From an optimization exercise on the open Yosys and OpenROAD flow, aimed at small area, a short achievable clock period and few clock cycles per item; shortcuts taken in it are not production practice. Where RTL was checked, it was by simulation tests only, not by an equivalence proof against the original. No activity file was given, so power comes from the tool's default toggle rates.

Setup of run 1:
Design mdc_top, start of the top module:
module mdc_top (
    input  wire logic           clk,
    input  wire logic           rst_n,
    input  wire logic           in_valid,
    input  wire mdc_pkg::code_t in_data,
    output logic                in_credit,
    output logic                out_valid,
    output mdc_pkg::det_t       out_data,
    input  wire logic           out_credit
);
    function automatic logic yields(input logic [3:0] p);
        yields = (p[3:2] != 2'd0) && (p[1:0] != 2'd0);
    endfunction
    logic           iv_r;      
    logic           oc_r;      
    mdc_pkg::elem_t elem;
    mdc_pkg::elem_t win [3];   
    logic [3:0]     rpos;      
    logic           pv;        
    element_decoder dec_i (
        .code (in_data),
        .elem (elem)
    );
    always_ff @(posedge clk) begin
        if (in_valid) begin
            win[0] <= elem;
            for (int i = 1; i < 3; i++) win[i] <= win[i-1];
        end
    end
    always_ff @(posedge clk or negedge rst_n) begin
        if (!rst_n) begin
            iv_r <= 1'b0;
            oc_r <= 1'b0;
            rpos <= '0;
            pv   <= 1'b0;
  ...
clock: 9.0 ns
lec_check: 0
cap_margin: 20
core_margin: 2
core_utilization: 40
cts_buf_list: sky130_fd_sc_hd__clkbuf_8
slew_margin: 20
standard.sh (not shown) runs the stock make flow with config.mk's settings and CLKGATE_MAP_FILE= SYNTH_SCRIPT=/design/flow/synth_recipe.tcl, a recipe that flattens the netlist after the stock synthesis.
==> flow/flow/run.sh <==
#!/bin/bash
set -euo pipefail
export BUFFER_PORTS_ARGS="-buffer_cell sky130_fd_sc_hd__buf_2"
export SETUP_SLACK_MARGIN=5.8
bash standard.sh > standard_make.log 2>&1
Testbench counts of run 1, summed over its fixed seeds: cycles 4,120, results 2,304.
Setup changes, run 1 to run 2
Settings: CORE_UTILIZATION: 40 -> 65; TNS_END_PERCENT: unset -> 20; CTS_CLUSTER_DIAMETER: unset -> 90; CTS_CLUSTER_SIZE: unset -> 24; CTS_BUF_LIST: sky130_fd_sc_hd__clkbuf_8 -> sky130_fd_sc_hd__clkbuf_16.
Findings:
- Going from run 1 to run 2, number of signal-net buffers in the layout grew by more than 10%.
- Post-CTS setup buffer count ends up lower on run 1.
- Run 2 vs run 1 on clock network area share: run 2 is the lower one.
- Run 2 | status: complete | timing, DRC, antenna: pass
- Run 2 vs. run 1: critical path depth shows a reduction of 2, sequential cell area fraction in the yosys report essentially unchanged, final critical-path share of the clock period went up 0.41 points, wire length reported by the detailed router lost 2.8%, share of power burned in the clock network decreased by 5.8 points relative to the old numbers.
- Run 2: final net count 25 below run 1
- Timing startpoint of the critical path: win[0][10] -> run 2, win[0][8] -> run 1
- Cmp run 1 and run 2 / number of placement rows / lower: run 2
Inputs modified between run 2 and run 3:
Settings: CTS_BUF_LIST no longer set, was sky130_fd_sc_hd__clkbuf_16; TNS_END_PERCENT no longer set, was 20; CTS_CLUSTER_DIAMETER no longer set, was 90; CTS_CLUSTER_SIZE no longer set, was 24; CORE_UTILIZATION now 40, was 65.
==> flow/flow/run.sh <==
#!/bin/bash
set -euo pipefail
export BUFFER_PORTS_ARGS="-buffer_cell sky130_fd_sc_hd__buf_2"
export CTS_ARGS="-sink_clustering_enable -repair_clock_nets -dont_use_dummy_load -buf_list sky130_fd_sc_hd__clkbuf_8"
bash standard.sh > standard_make.log 2>&1
Findings:
Compared to run 2, run 3 has number of vias per cell after detailed routing 0.66 lower.
Summary of run 3 over run 2: final standard cell count with taps included and fillers excluded climbed 191; clock power share moved up.
Non-clock buffer count in run 3 is 10 below run 2.
Diff run 3..run 2 | worst hold path depth | unchanged
sky130_fd_sc_hd__edfxtp_1 as the critical path's slowest cell was reported by run 2, and sky130_fd_sc_hd__dfxtp_1 by run 3.
Measured against each other, run 3 and run 2 differ in final area, the higher figure coming from run 3.
Run 3 ends up with a area growth from synthesis to layout that is 1.6 points higher than in run 2.
Per the comparison of run 3 with run 2, share of the clock period used by the worst path increased 1.2 points, met2 track demand over resource in global routing lower.
Edits applied to the flow inputs when going from run 3 to run 4:
Settings: CTS_CLUSTER_SIZE: unset -> 30; CTS_BUF_LIST: unset -> sky130_fd_sc_hd__clkbuf_16; CTS_CLUSTER_DIAMETER: unset -> 110; CORE_UTILIZATION: 40 -> 65.
==> flow/flow/run.sh <==
#!/bin/bash
set -euo pipefail
export BUFFER_PORTS_ARGS="-buffer_cell sky130_fd_sc_hd__buf_2"
export SETUP_SLACK_MARGIN=5.9
bash standard.sh > standard_make.log 2>&1
Findings:
Run 4 was carried through to the last stage, and its layout satisfied the timing, design-rule and antenna checks.
Taking run 3 as the reference, in run 4 hold slack increased 0.015 ns; total power consumption of the routed design went down 0.000059 W; achievable frequency shows an increase of 6.7%; finished layout cell area flat; clock network power share decreased 3.0 points.
Clock period minus worst slack is higher on run 3
Register fraction of the total cell area delta (run 3 -> run 4): insignificant
Insertion delay to the later sink of the worst-skew pair ended up 0.06 ns lower on run 4 than on run 3.
Die size: run 4 is under run 3
[compare] base=run 3 new=run 4: relative contribution of combinational cells to total power increased 2.7 points, routed wire length now larger.

mdc_top again, from the RTL that the note above started with.
clock: 9.0 ns
lec_check: 0
cap_margin: 20
core_margin: 2
core_utilization: 65
cts_buf_list: sky130_fd_sc_hd__clkbuf_16
cts_cluster_diameter: 90
cts_cluster_size: 24
slew_margin: 20
tns_end_percent: 20
==> flow/flow/run.sh <==
#!/bin/bash
set -euo pipefail
export BUFFER_PORTS_ARGS="-buffer_cell sky130_fd_sc_hd__buf_2"
export SETUP_SLACK_MARGIN=5.9
bash standard.sh > standard_make.log 2>&1
The starting point finished clean.
Testbench counts at the start, summed over its fixed seeds: cycles 4,120, results 2,304.
Change:
--- a/flow/flow/run.sh
+++ b/flow/flow/run.sh
@@ -4 +3,0 @@
-export SETUP_SLACK_MARGIN=5.9
--- a/flow/config.mk
+++ b/flow/config.mk
@@ -10,4 +10,2 @@
-export CORE_UTILIZATION = 65
-export CTS_BUF_LIST = sky130_fd_sc_hd__clkbuf_16
-export CTS_CLUSTER_DIAMETER = 90
-export CTS_CLUSTER_SIZE = 24
+export CORE_UTILIZATION = 40
+export CTS_BUF_LIST = sky130_fd_sc_hd__clkbuf_8
@@ -15 +12,0 @@
-export TNS_END_PERCENT = 20
After rerunning:
- The changed run went through all stages and came out clean
- critical path depth shrinks by 1
- clock skew rose by 8.0 ps
- setup slack gets worse by 83 ps
- global-route usage shrinks by 8.8 points
Change:
--- a/flow/flow/run.sh
+++ b/flow/flow/run.sh
@@ -3,0 +4 @@
+export SETUP_SLACK_MARGIN=5.8
--- a/flow/config.mk
+++ b/flow/config.mk
@@ -7,0 +8 @@
+export ABC_AREA = 1
@@ -10,2 +11,4 @@
-export CORE_UTILIZATION = 40
-export CTS_BUF_LIST = sky130_fd_sc_hd__clkbuf_8
+export CORE_UTILIZATION = 65
+export CTS_BUF_LIST = sky130_fd_sc_hd__clkbuf_16
+export CTS_CLUSTER_DIAMETER = 90
+export CTS_CLUSTER_SIZE = 24
Outcome: Worst setup slack is worse by 77 ps; sequential share of layout area goes down by 0.60 points; wire length goes up by 14%; critical path depth goes up by 2; via count goes up by about 17%; area after synthesis goes up by 3.2%; utilization goes up by 27 points; clock-buffer cell count goes down by 41; global-route usage goes up by 11 points; total power goes down by about 14%; synthesized cell count goes up by about 20%.
Change:
--- a/flow/config.mk
+++ b/flow/config.mk
@@ -8 +7,0 @@
-export ABC_AREA = 1
@@ -12,3 +11,3 @@
-export CTS_BUF_LIST = sky130_fd_sc_hd__clkbuf_16
-export CTS_CLUSTER_DIAMETER = 90
-export CTS_CLUSTER_SIZE = 24
+export CTS_BUF_LIST = sky130_fd_sc_hd__clkbuf_8
+export CTS_CLUSTER_DIAMETER = 60
+export CTS_CLUSTER_SIZE = 14
Outcome: The changed run produced a clean layout; utilization fell by 0.93 points; total power rose by roughly a tenth; wire length fell by roughly a tenth.
Change:
--- a/flow/config.mk
+++ b/flow/config.mk
@@ -11,3 +11,3 @@
-export CTS_BUF_LIST = sky130_fd_sc_hd__clkbuf_8
-export CTS_CLUSTER_DIAMETER = 60
-export CTS_CLUSTER_SIZE = 14
+export CTS_BUF_LIST = sky130_fd_sc_hd__clkbuf_16
+export CTS_CLUSTER_DIAMETER = 90
+export CTS_CLUSTER_SIZE = 24
What happened: The changed run completed with no timing, DRC or antenna violations. Power is lower by about 1.4%. Fmax hardly moves. Hold slack is better by 13 ps. Clock skew went down by 10 ps. Routed wire length decreases by about 1.3%. Critical path depth went up by 1. Design area shrinks by 1.0%. Worst setup slack is better by 4.3 ps. Global-route usage rose by 0.16 points.

build 17:
mdc_top, a different RTL version from the one above (not shown whole).
Size: ~1200 cells after synthesis, roughly 14000 sq um of cells after synthesis.
Settings: LEC_CHECK=0, CAP_MARGIN=20, CORE_MARGIN=2, CORE_UTILIZATION=40, CTS_BUF_LIST=sky130_fd_sc_hd__clkbuf_8, SLEW_MARGIN=20; clock period 9.0 ns.
==> flow/flow/run.sh <==
#!/bin/bash
set -euo pipefail
export BUFFER_PORTS_ARGS="-buffer_cell sky130_fd_sc_hd__buf_2"
bash standard.sh > standard_make.log 2>&1
Inputs modified between build 17 and build 79:
- a change of SLEW_MARGIN from 20 to 80
--- outcome ---
- In build 79 the setup slack at placement turned out 0.10 ns higher than in build 17.
- On tap cell count, build 79 and build 17 are neck and neck.
- Build 79 against build 17: ratio of routed vias to standard cells held steady; area growth from synthesis to layout now sits higher.
- Cell area in build 79 is 5.5% higher than in build 17
- When build 79 is measured against build 17, its wire length on met1 turns out 1.3% higher.
Setup changes, build 79 to build 67
- SLEW_MARGIN now 60, was 80
[summary]
Fraction of final layout cells with drive strength greater than 1 was higher in the run labelled build 79. Higher power drawn by the combinational cells was reported by build 79, not build 67. Worst-margin pin slew for build 67 is higher than for build 79. Build 67 reports a lower non-clock buffer count than build 79 does. The setup slack of build 67 is larger than that of build 79. Summary of build 67 over build 79: met1 demand-to-capacity share in global routing went down 0.19 points, highest achievable clock rate increased 0.46%.
No functional check of the RTL was part of any run of this note.

mdc_top with an RTL version that a note above also has.
For scale: ~1200 cells after synthesis, about 44 I/O pins, roughly 0.014 mm2 of cells after synthesis.
==> flow/design.v (excerpt) <==
module mdc_top (
    input  wire logic           clk,
    input  wire logic           rst_n,
    input  wire logic           in_valid,
    input  wire mdc_pkg::code_t in_data,
    output logic                in_credit,
    output logic                out_valid,
    output mdc_pkg::det_t       out_data,
    input  wire logic           out_credit
);
export LEC_CHECK = 0
export CAP_MARGIN = 20
export CORE_MARGIN = 2
export CORE_UTILIZATION = 40
export SLEW_MARGIN = 20
create_clock -name core_clock -period 9.0 [get_ports {clk}]
==> flow/flow/run.sh <==
#!/bin/bash
set -euo pipefail
export BUFFER_PORTS_ARGS="-buffer_cell sky130_fd_sc_hd__buf_2"
export SETUP_SLACK_MARGIN=6.1
bash standard.sh > standard_make.log 2>&1
Testbench counts at the start, summed over its fixed seeds: cycles 4,120, results 2,304.
Next try:
--- a/flow/flow/run.sh
+++ b/flow/flow/run.sh
@@ -4 +3,0 @@
-export SETUP_SLACK_MARGIN=6.1
=> Non-clock buffer count falls by 60; power shrinks by 4.5%; hold slack barely changes; global-route usage drops by 1.1 points; die area does not change; combinational power falls by 8.8%; clock power stays flat; utilization falls by 3.2 points; wire length went down by 10%; area after synthesis does not change.
Next try:
--- a/flow/flow/run.sh
+++ b/flow/flow/run.sh
@@ -3,0 +4 @@
+export SETUP_SLACK_MARGIN=6.0
- CTS_BUF_LIST: default -> sky130_fd_sc_hd__clkbuf_16
- CTS_CLUSTER_DIAMETER: default -> 90
- CTS_CLUSTER_SIZE: default -> 24
=>
- via count went up by 3.5%
- clock power shrinks by 39%
- cell count climbs by about 1.8%
- wire length rose by 9.4%
- global-route usage rises by 0.58 points
- sequential power hardly moves
- die area stays the same
- area after synthesis does not change
Next try:
--- a/flow/flow/run.sh
+++ b/flow/flow/run.sh
@@ -4 +4 @@
-export SETUP_SLACK_MARGIN=6.0
+export SETUP_SLACK_MARGIN=5.8
- CORE_UTILIZATION: 40 -> 65
- CTS_CLUSTER_DIAMETER: 90 -> 110
- CTS_CLUSTER_SIZE: 24 -> 30
Result: The changed run ran to the end with no violations. First-iteration DRC count went up by a quarter to a third. Utilization climbs by 24 points. Global-route usage rose by 7.5 points. Setup slack gets worse by 33 ps. Via count goes down by a few percent. Synthesized cell count stays the same. Non-clock buffer count goes down by 48.

Starting RTL as in the previous note.
==> flow/config.mk <==
export PLATFORM = sky130hd
export DESIGN_NAME = mdc_top
export DESIGN_NICKNAME = mdc_top
export VERILOG_FILES = /design/flow/design.v
export SDC_FILE = /design/flow/constraint.sdc
export NUM_CORES = 4
export LEC_CHECK = 0
export CAP_MARGIN = 20
export CORE_MARGIN = 2
export CORE_UTILIZATION = 40
export CTS_BUF_LIST = sky130_fd_sc_hd__clkbuf_16
export CTS_CLUSTER_DIAMETER = 90
export CTS_CLUSTER_SIZE = 24
export SLEW_MARGIN = 20
==> flow/constraint.sdc <==
create_clock -name core_clock -period 9.0 [get_ports {clk}]
set_input_delay 1.8000 -clock core_clock [delete_from_list [all_inputs] [get_ports {clk}]]
set_output_delay 1.8000 -clock core_clock [all_outputs]
set_load 0.01 [all_outputs]
==> flow/flow/run.sh <==
#!/bin/bash
set -euo pipefail
export BUFFER_PORTS_ARGS="-buffer_cell sky130_fd_sc_hd__buf_2"
export SETUP_SLACK_MARGIN=5.8
bash standard.sh > standard_make.log 2>&1
The first run passed the timing, design-rule and antenna checks.
Testbench counts at the start, summed over its fixed seeds: cycles 4,120, results 2,304.
Next try:
==> flow/flow/run.sh (replaced) <==
#!/bin/bash
set -euo pipefail
export BUFFER_PORTS_ARGS="-buffer_cell sky130_fd_sc_hd__buf_2"
bash standard.sh > standard_make.log 2>&1
What happened:
- The new run passed the timing, design-rule and antenna checks
- via count decreases by 0.56%
- cell area decreases by 1.4%
- global-route usage stays flat
- synthesized cell count is unchanged
- wire length is lower by 2.1%
- fmax shrinks by 3.3%
- critical path depth went down by 1

-- afterwards: timing with drivers on the ports --
In the flow no input, the clock included, has a driving cell. The finished layouts below were timed again as built, in two steps. Step 1 sets driving cells, clkbuf_16 on the clock port and buf_2 on the other inputs (assumed; they add their load-dependent delay and slew). Step 2 times the ports against the registers' clock, not the clock port: input delays grow and output delays shrink by t, the midpoint of the rising clock arrivals with the driver on. Three values: ideal ports, drivers, drivers and shift; two values: the first two.
run | t, ns | slack for setup (ns) | worst setup path after step 2 | clock arrival spread, ns | worst register clock-pin slew, ns
run 1 | 0.597 | 5.870 / 5.870 / 5.398 | input to register | 0.017 / 0.017 | 0.07 / 0.07
run 2 | 0.525 | 5.833 / 5.833 / 5.507 | input to register | 0.023 / 0.024 | 0.10 / 0.10
run 3 | 0.574 | 5.728 / 5.728 / 5.410 | input to register | 0.048 / 0.049 | 0.06 / 0.06
run 4 | 0.529 | 5.933 / 5.933 / 5.494 | input to register | 0.028 / 0.028 | 0.12 / 0.12
the first run of note 2 | 0.524 | 5.857 / 5.857 / 5.454 | input to register | 0.018 / 0.017 | 0.10 / 0.10
the second run of note 2 | 0.596 | 5.775 / 5.775 / 5.402 | input to register | 0.023 / 0.024 | 0.06 / 0.06
the third run of note 2 | 0.540 | 5.698 / 5.698 / 5.643 | input to register | 0.013 / 0.013 | 0.09 / 0.09
the fourth run of note 2 | 0.574 | 5.875 / 5.875 / 5.459 | input to register | 0.028 / 0.028 | 0.09 / 0.09
the fifth run of note 2 | 0.525 | 5.879 / 5.879 / 5.481 | input to register | 0.017 / 0.016 | 0.10 / 0.10
build 17 | 0.594 | 5.320 / 5.320 / 5.320 | register to register | 0.032 / 0.032 | 0.07 / 0.07
build 79 | 0.595 | 5.523 / 5.523 / 5.405 | input to register | 0.025 / 0.025 | 0.07 / 0.07
build 67 | 0.585 | 5.539 / 5.539 / 5.308 | input to register | 0.022 / 0.022 | 0.06 / 0.06
the first run of note 4 | 0.581 | 5.900 / 5.900 / 5.436 | input to register | 0.018 / 0.019 | 0.06 / 0.06
the second run of note 4 | 0.583 | 5.769 / 5.769 / 5.406 | input to register | 0.011 / 0.011 | 0.06 / 0.06
the third run of note 4 | 0.537 | 5.935 / 5.935 / 5.482 | input to register | 0.022 / 0.022 | 0.10 / 0.10
the fourth run of note 4 | 0.517 | 5.902 / 5.902 / 5.503 | input to register | 0.025 / 0.024 | 0.11 / 0.11
the first run of note 5 | 0.536 | 5.868 / 5.868 / 5.406 | input to register | 0.016 / 0.017 | 0.10 / 0.10
the second run of note 5 | 0.532 | 5.763 / 5.763 / 5.407 | input to register | 0.023 / 0.023 | 0.10 / 0.10
After both steps every run listed still meets setup and hold. The setup slack of run 1, which loses most, moves by 0.000 ns with the drivers and by -0.472 ns with both steps.
